This design comes from an exercise in tuning for small area, a short achievable clock period and few clock cycles per item on the open sky130 flow, not from production work.
Function was checked by simulation only, so behaviour that the tests miss may differ from the original.

==> trial 9: inputs <==
## trimmed_mean_sliding_window_filter
module trimmed_mean_sliding_window_filter #(
    parameter int WINDOW = 8
) (
    input  logic                                  clk,
    input  logic                                  rst_n,
    input  logic                                  s_tvalid,
    output logic                                  s_tready,
    input  logic [tmswf_pkg::DATA_W-1:0]          s_tdata,
    output logic                                  m_tvalid,
    input  logic                                  m_tready,
    output logic [tmswf_pkg::DATA_W-1:0]          m_tdata,
    output logic [tmswf_pkg::USER_W-1:0]          m_tuser
);
Settings: LEC_CHECK=0, CAP_MARGIN=20, CORE_MARGIN=2, CORE_UTILIZATION=40, SETUP_SLACK_MARGIN=5, SLEW_MARGIN=20, SYNTH_HIERARCHICAL=1, SYNTH_MINIMUM_KEEP_SIZE=500; clock period 10.0 ns.
run.sh (not shown) runs the stock make flow with config.mk's settings and CLKGATE_MAP_FILE= SYNTH_SCRIPT=/design/flow/synth_recipe.tcl, a recipe that flattens the netlist after the stock synthesis.
==> build 86: changes against trial 9 <==
--- a/flow/design.v
+++ b/flow/design.v
@@ -8,12 +8,14 @@
     input  logic [34:0] u,
     output logic [31:0] q
 );
     localparam int ND = 9;             
     localparam int NL = 4;             
     logic         neg;
+    logic         c3;                  
+    logic [2:0]   lo3;                 
     logic [2:0]   res [ND];
     logic [2:0]   pre [NL+1][ND];      
     logic [2:0]   ru  [ND];            
     logic [31:0]  qq;
     function automatic logic [2:0] add3(input logic [2:0] a, input logic [2:0] b);
         logic [2:0] c;
@@ -48,27 +50,29 @@
                | (r[2] & (m[4] | m[5] | m[6] | m[7] | m[8] | m[9] | m[10] | m[11] | m[12] | m[13] | m[14] | m[15]));
         x[3] = (r[1] & (m[8] | m[9] | m[10] | m[11] | m[12] | m[13] | m[14] | m[15]))
                | (r[2] & (m[0] | m[1] | m[2] | m[3] | m[4] | m[5] | m[6] | m[7] | m[8] | m[9] | m[10] | m[11] | m[12] | m[13] | m[14] | m[15]));
         qdig = x;
     endfunction
     assign neg = !(u[34] | (u[33] & u[32]));
-    logic [8:0] dall;
+    assign c3  = neg & (u[2] | (u[1] & u[0]));
+    assign lo3 = u[2:0] + {neg, 1'b0, neg};
+    logic [8:0] dall;                  
     logic [8:0] cb;
     logic [8:0] pa [4];
     always_comb
     begin
-        dall[0] = u[3] & u[4] & (u[2] | (u[1] & u[0]));
+        dall[0] = c3 & u[3] & u[4];    
         for (int i = 1; i < 9; i++)
             dall[i] = (i < 8) ? (&u[4*i+1 +: 4]) : 1'b0;
         pa[0] = dall;
         for (int l = 0; l < 3; l++)
             for (int i = 0; i < 9; i++)
                 pa[l+1][i] = (i >= (1 << l)) ? (pa[l][i] & pa[l][i - (1 << l)]) : pa[l][i];
-        cb[0] = neg;
+        cb[0] = 1'b0;
         for (int i = 1; i < 9; i++)
-            cb[i] = neg & pa[3][i-1];
+            cb[i] = pa[3][i-1];        
     end
     always_comb
     begin
         for (int i = 0; i < ND; i++)
         begin
             if (i < ND - 1)
@@ -86,24 +90,21 @@
                 else
                     pre[l][i] = pre[l-1][i];
             end
         end
         for (int i = 0; i < 8; i++)
         begin
-            logic [3:0] d0, d1, hd;
-            logic       co;
-            logic [2:0] r1;
+            logic [4:0] hd;
+            logic [2:0] rin;
             ru[i] = pre[NL][i+1];
-            d0 = u[4*i+1 +: 4];
             if (i == 0)
-                {co, d1} = {1'b0, u[4:0]} + 6'd5 >> 1;
+                hd = {1'b0, u[4:3], 2'b00} + {3'b000, c3, 2'b00} + {3'b000, lo3[2:1]};
             else
-                {co, d1} = {1'b0, d0} + 5'd1;
-            hd = cb[i] ? d1 : d0;
-            r1 = (cb[i] & co) ? {ru[i][1], ru[i][0], ru[i][2]} : ru[i];
-            qq[4*i +: 4] = qdig(r1, hd);
+                hd = {1'b0, u[4*i+1 +: 4]} + {4'd0, cb[i]};
+            rin = hd[4] ? {ru[i][1], ru[i][0], ru[i][2]} : ru[i];
+            qq[4*i +: 4] = qdig(rin, hd[3:0]);
         end
     end
     assign q = {~qq[31], qq[30:0]};
 endmodule
 import tmswf_pkg::*;
 module trimmed_mean_sliding_window_filter #(
@@ -124,36 +125,36 @@
     function automatic int pidx(input int i, input int j);
         pidx = i * (2 * NW - 1 - i) / 2 + (j - i - 1);
     endfunction
     logic       adv, take, home;
     logic [3:0] fill;                  
     logic       full;
-    logic [NW-1:0] posh;               
+    logic [2:0] pos;                   
     logic       v_w, v_c, v_r, v_o;    
     logic       f_c, f_r, f_o;         
     assign adv      = !v_o || m_tready;
-    assign home     = posh[0] || (fill == 4'd0);
+    assign home     = (pos == 3'd0) || (fill == 4'd0);
     assign s_tready = adv && home;
     assign take     = s_tvalid && s_tready;
     assign full     = fill[3];
     always_ff @(posedge clk or negedge rst_n)
     begin
         if (!rst_n)
         begin
             fill <= '0;
-            posh <= NW'(1);
+            pos  <= '0;
             v_w  <= 1'b0;
             v_c  <= 1'b0;
             v_r  <= 1'b0;
             v_o  <= 1'b0;
         end
         else
         begin
             if (take && !full)
                 fill <= fill + 4'd1;
-            posh <= take ? NW'(1) : {posh[NW-2:0], posh[NW-1]};
+            pos <= take ? 3'd0 : pos + 3'd1;
             if (adv)
             begin
                 v_w <= take;
                 v_c <= v_w;
                 v_r <= v_c;
                 v_o <= v_r;
@@ -212,13 +213,13 @@
                     else if (j < k)
                     begin
                         is_min[k] = is_min[k] & !p[pidx(j, k)];
                         is_max[k] = is_max[k] & p[pidx(j, k)];
                     end
                 end
-                keep[k] = full ? !(is_min[k] || is_max[k]) : posh[k];
+                keep[k] = full ? !(is_min[k] || is_max[k]) : (pos == 3'(k));
             end
         end
         always_comb
         begin
             for (int k = 0; k < NW; k++)
                 op[k] = {(k == 2) ? 3'b111 : 3'b000, !(keep[k] && w[k*SMP_W+31]),
Settings changed: SYNTH_HIERARCHICAL 1 to unset, SYNTH_MINIMUM_KEEP_SIZE 500 to unset.
==> qor summary <==
| quantity | trial 9 | build 86 |
|---|---|---|
| Number of buffers inserted by post-CTS setup repair | 15 | 28 |
| Worst-case setup slack after placement | 4.25 ns | 3.58 ns |
| Simple-gate portion of the synthesized area | 0.123 | 0.139 |
| Final Worst Setup Slack | 5.04 ns | 5.03 ns |
| Post-detailed-routing wire length | 784,000 µm | 788,000 µm |
| Status | no timing/DRC/antenna violations | no timing/DRC/antenna violations |
| Kind of end point of the critical path | primary output | flop |
| Worst Path Buf+Inv | 2 | 4 |
| Slowest cell on the critical path | clkdlybuf4s50_1 | o21ai_2 |
| Per-cell routed wire length | 22.2 µm | 21.4 µm |
| Number of gates on the worst path with buffers counted | 4 | 11 |
| Final clock-cell share | 0.0540 | 0.0550 |
| Number of vias in the routed layout | 198,000 | 198,000 |
| Share of synthesized registers carrying an async set or reset | 0.00380 | 0.00262 |
| NumNets Final | 31,400 | 32,600 |
| Number of synthesized register bits | 4,209 | 4,204 |
| Core Area | 658,000 µm² | 671,000 µm² |
| HPWL after detailed placement | 597,000 µm | 602,000 µm |
Testbench counts of trial 9, summed over its fixed seeds: cycles 2,424, items 2,400.
Testbench counts of build 86, summed over its fixed seeds: cycles 2,424, items 2,400.

==> re-timing with driven ports <==
How much do the figures lean on ideal ports? The routed layouts below were timed once more, with nothing changed but the port constraints.
Step 1 (the two cells are an assumption about what drives the block):
set clk [get_ports {clk}]
set_driving_cell -lib_cell sky130_fd_sc_hd__clkbuf_16 $clk
set_driving_cell -lib_cell sky130_fd_sc_hd__buf_2 [delete_from_list [all_inputs] $clk]
Step 2 times the ports against the registers' clock, not the clock port: input delays grow and output delays shrink by t, the midpoint of the rising clock arrivals with the driver on.
Three values: ideal ports, drivers, drivers and shift; two values: the first two.
| run | t (ns) | slack for setup (ns) | hold WS [ns] | slew at the worst register clock pin (ns) |
|---|---|---|---|---|
| trial 9 | 1.164 | 5.043 / 5.017 / 4.191 | 0.314 / 0.314 / 0.314 | 0.08 / 0.08 |
| build 86 | 1.185 | 5.028 / 5.028 / 3.922 | 0.268 / 0.268 / 0.268 | 0.07 / 0.07 |
After both steps setup and hold are still met in every run listed. The setup slack of build 86, which loses most, moves by 0.000 ns with the drivers and by -1.106 ns with both steps.
